This design comes from an exercise in tuning for a short achievable clock period and few clock cycles per item on the open sky130 flow, not from production work.
The RTL was checked by simulation tests, not by an equivalence proof against the original design.
Power and IR drop assume default switching activity.

==> inputs of build 90 <==
## cpuCore
module cpuCore (
	input logic clk,
	input logic reset,
	output isaPkg::iaddr_t instrAddr,
	input isaPkg::word_t instrData,
	output isaPkg::daddr_t memAddr,
	output isaPkg::word_t memWriteData,
	input isaPkg::word_t memReadData,
	output logic memRead,
	output logic memWrite,
	output logic halted
);
	logic rst;
	isaPkg::iaddr_t pc;
	isaPkg::iaddr_t pcPlusOne;
	isaPkg::iaddr_t nextPc;
	isaPkg::iaddr_t predPc;
	logic [ctrlPkg::BtbBits-1:0] fIdx;
	logic fHit;
	logic [5:0] fOpcode;
	logic fJump;
	logic fRet;
	logic fTagHit;
	logic fValid;
	logic fStrong;
	isaPkg::iaddr_t fTarget;
	logic btbValid [ctrlPkg::BtbEntries];
	logic [isaPkg::IAddrWidth-ctrlPkg::BtbBits-1:0] btbTag [ctrlPkg::BtbEntries];
	isaPkg::iaddr_t btbTarget [ctrlPkg::BtbEntries];
	logic btbStrong [ctrlPkg::BtbEntries];
	logic dHit;
	logic dWasTaken;
	logic dWasStrong;
	logic btbWriteStrong;
	logic btbWrite;
	logic btbWriteValid;
	isaPkg::iaddr_t btbWriteTarget;
	isaPkg::iaddr_t retPred;
	isaPkg::iaddr_t stackTop0;
	isaPkg::iaddr_t stackTop1;
	isaPkg::iaddr_t stackTop2;
	isaPkg::iaddr_t afterETop0;
	isaPkg::iaddr_t afterETop1;
	logic dValid;
	isaPkg::word_t dInstr;
	logic [31:0] dRsSel;
	logic [31:0] dRtSel;
	isaPkg::iaddr_t dPc;
	isaPkg::iaddr_t dPcPlusOne;
	logic dAdd;
	logic dSub;
	logic dAnd;
	logic dOr;
	logic dSlt;
	logic dMul;
	logic dLoad;
	logic dStore;
	logic dBranch;
	logic dCall;
	logic dRet;
	logic dHaltOp;
	logic dUseImm;
	logic dReadsA;
	logic dReadsB;
	logic dWrites;
	isaPkg::regIdx_t dRd;
	isaPkg::regIdx_t dRs;
	isaPkg::regIdx_t dRt;
	isaPkg::word_t dImm;
	isaPkg::iaddr_t dTarget;
	logic dStall;
	logic dAdvance;
	logic dRedirect;
	logic dMismatch;
	isaPkg::iaddr_t dNextPc;
	logic dJump;
	logic dDecided;
	logic dTaken;
	logic matchJump;
	logic matchRet;
	logic matchTarget;
	logic matchFall;
	logic dSameRegs;
	logic dZeroTest;
	isaPkg::regIdx_t dZeroIdx;
	logic dZeroKnown;
	logic dIsZero;
	logic dPredTaken;
	logic dStoreFromM;
	isaPkg::word_t rfA;
  ...
clock: 10.5 ns
lec_check: 0
abc_clock_period_in_ps: 2500
cap_margin: 20
cell_pad_in_sites_detail_placement: 1
cell_pad_in_sites_global_placement: 2
core_margin: 2
core_utilization: 40
place_density: 0.5
slew_margin: 20
standard.sh (not shown) runs the stock make flow with config.mk's settings and CLKGATE_MAP_FILE= SYNTH_SCRIPT=/design/flow/synth_recipe.tcl, a recipe that flattens the netlist after the stock synthesis.
==> flow/flow/run.sh <==
#!/bin/bash
# The standard layout, with two changes: no full/half adder cells in
# synthesis (plain gates time better here), and timing repair asked to leave
# extra setup slack so that it works below the fixed clock period.
set -euo pipefail
bash standard.sh ADDER_MAP_FILE= SETUP_SLACK_MARGIN=7.5 TNS_END_PERCENT=20 finish > standard.log 2>&1
==> inputs of trial 15, as changes to build 90 <==
==> flow/run.sh (new file) <==
#!/bin/bash
# synth_recipe.tcl (not shown) runs the flow's synth.tcl, then flattens the netlist and writes it again
# the make line also repeats each setting of config.mk as NAME=value (left out here)
make -C /OpenROAD-flow-scripts/flow DESIGN_CONFIG=/design/flow/config.mk WORK_HOME=/design/flow/orfs CLKGATE_MAP_FILE= SYNTH_SCRIPT=/design/flow/synth_recipe.tcl finish
- SETUP_SLACK_MARGIN: default -> 5
- TNS_END_PERCENT: default -> 20
removed: flow/flow/run.sh
removed: flow/standard.sh
==> results.txt <==
Of trial 15 and build 90, build 90 has the higher area after synthesis (gap 1.1%, measured against build 90). Between build 90 and trial 15, the lower hold slack is in trial 15 (gap 0.0042 ns). Sequential cell count is the same in trial 15 and build 90. Between build 90 and trial 15, the lower combinational power is in trial 15 (gap about 10%, measured against trial 15). Trial 15 went through all stages and came out clean. Build 90 finished with timing, DRC and antenna clean. Of build 90 and trial 15, build 90 has the higher clock power (gap 3.5%, measured against trial 15). Between build 90 and trial 15, the lower core utilization is in trial 15 (gap 3.2 points). Between build 90 and trial 15, the lower register-to-register slack is in trial 15 (gap 1.4 ns). Cell count: trial 15 is smaller than build 90 (about 9%). Between build 90 and trial 15, the lower fmax is in trial 15 (gap about 35%, measured against trial 15). Against build 90, the design area of trial 15 is smaller by about 8%. Against trial 15, the clock skew of build 90 is lower by 0.015 ns.
==> figures <==
GRT busiest layer: build 90 met2; trial 15 met1
R2r worst-path depth: build 90 12; trial 15 20
Area inside the core boundary: build 90 0.279 mm2; trial 15 0.276 mm2
Average routed wire per standard cell: build 90 39.6 um; trial 15 41.1 um
VDD IR max: build 90 143 uV; trial 15 149 uV
Most common library cell in the layout ignoring fill and taps: build 90 nor2_1; trial 15 dfxtp_1
Share of final layout cell area taken by non-clock buffers: build 90 7.43%; trial 15 3.39%
Outcome: build 90 complete, no violations; trial 15 complete, no violations
Area used by sequential logic in the layout: build 90 0.0423 mm2; trial 15 0.0420 mm2
Post-cts resize count: build 90 808; trial 15 4
Portion of total power attributed to the clock network: build 90 48.6%; trial 15 48.0%
Number of buffers created by CTS: build 90 230; trial 15 226
Internal: build 90 13.1 mW; trial 15 12.8 mW
Fraction of synthesized area in multiplexers: build 90 11.0%; trial 15 11.5%
Leakage power: build 90 50.2 nW; trial 15 50.3 nW
Met3 usage: build 90 14.3%; trial 15 13.0%
Worst slack, placed: build 90 5.47 ns; trial 15 4.66 ns
Clock slew at reported path FFs: build 90 0.06 ns; trial 15 0.07 ns
Mean instance size in the synthesized netlist: build 90 8.85 um2; trial 15 9.56 um2
Clock Buffer Count: build 90 335; trial 15 318
Number of nets in the layout: build 90 12.7k; trial 15 11.9k
Met1 routing resource usage after global routing: build 90 57.9%; trial 15 58.7%
Vias after detailed routing: build 90 115k; trial 15 105k
Testbench counts of build 90, summed over its fixed seeds: cycles 119,190, instrs 112,766.
Testbench counts of trial 15, summed over its fixed seeds: cycles 119,190, instrs 112,766.

static timing again, ports no longer ideal:
In the flow no input, the clock included, has a driving cell. The finished layouts below were timed again as built, in two steps. Step 1: set_driving_cell puts a clkbuf_16 on clk and a buf_2 on each other input, an assumption about the parent block. Step 2, shift: input delay + t, output delay - t, t = (earliest + latest rising clock arrival at the registers) / 2. This alone moves slack from input paths to output paths. Slacks: ideal / step 1 / step 2; pairs: ideal / step 1.
| run | t, ns | slack for setup (ns) | worst register clock-pin slew, ns |
|---|---|---|---|
| build 90 | 1.045 | 6.615 / 6.615 / 5.858 | 0.07 / 0.07 |
| trial 15 | 1.033 | 5.239 / 5.239 / 5.239 | 0.07 / 0.07 |
After both steps setup and hold are still met in every run listed. The setup slack of build 90, which loses most, moves by 0.000 ns with the drivers and by -0.757 ns with both steps.
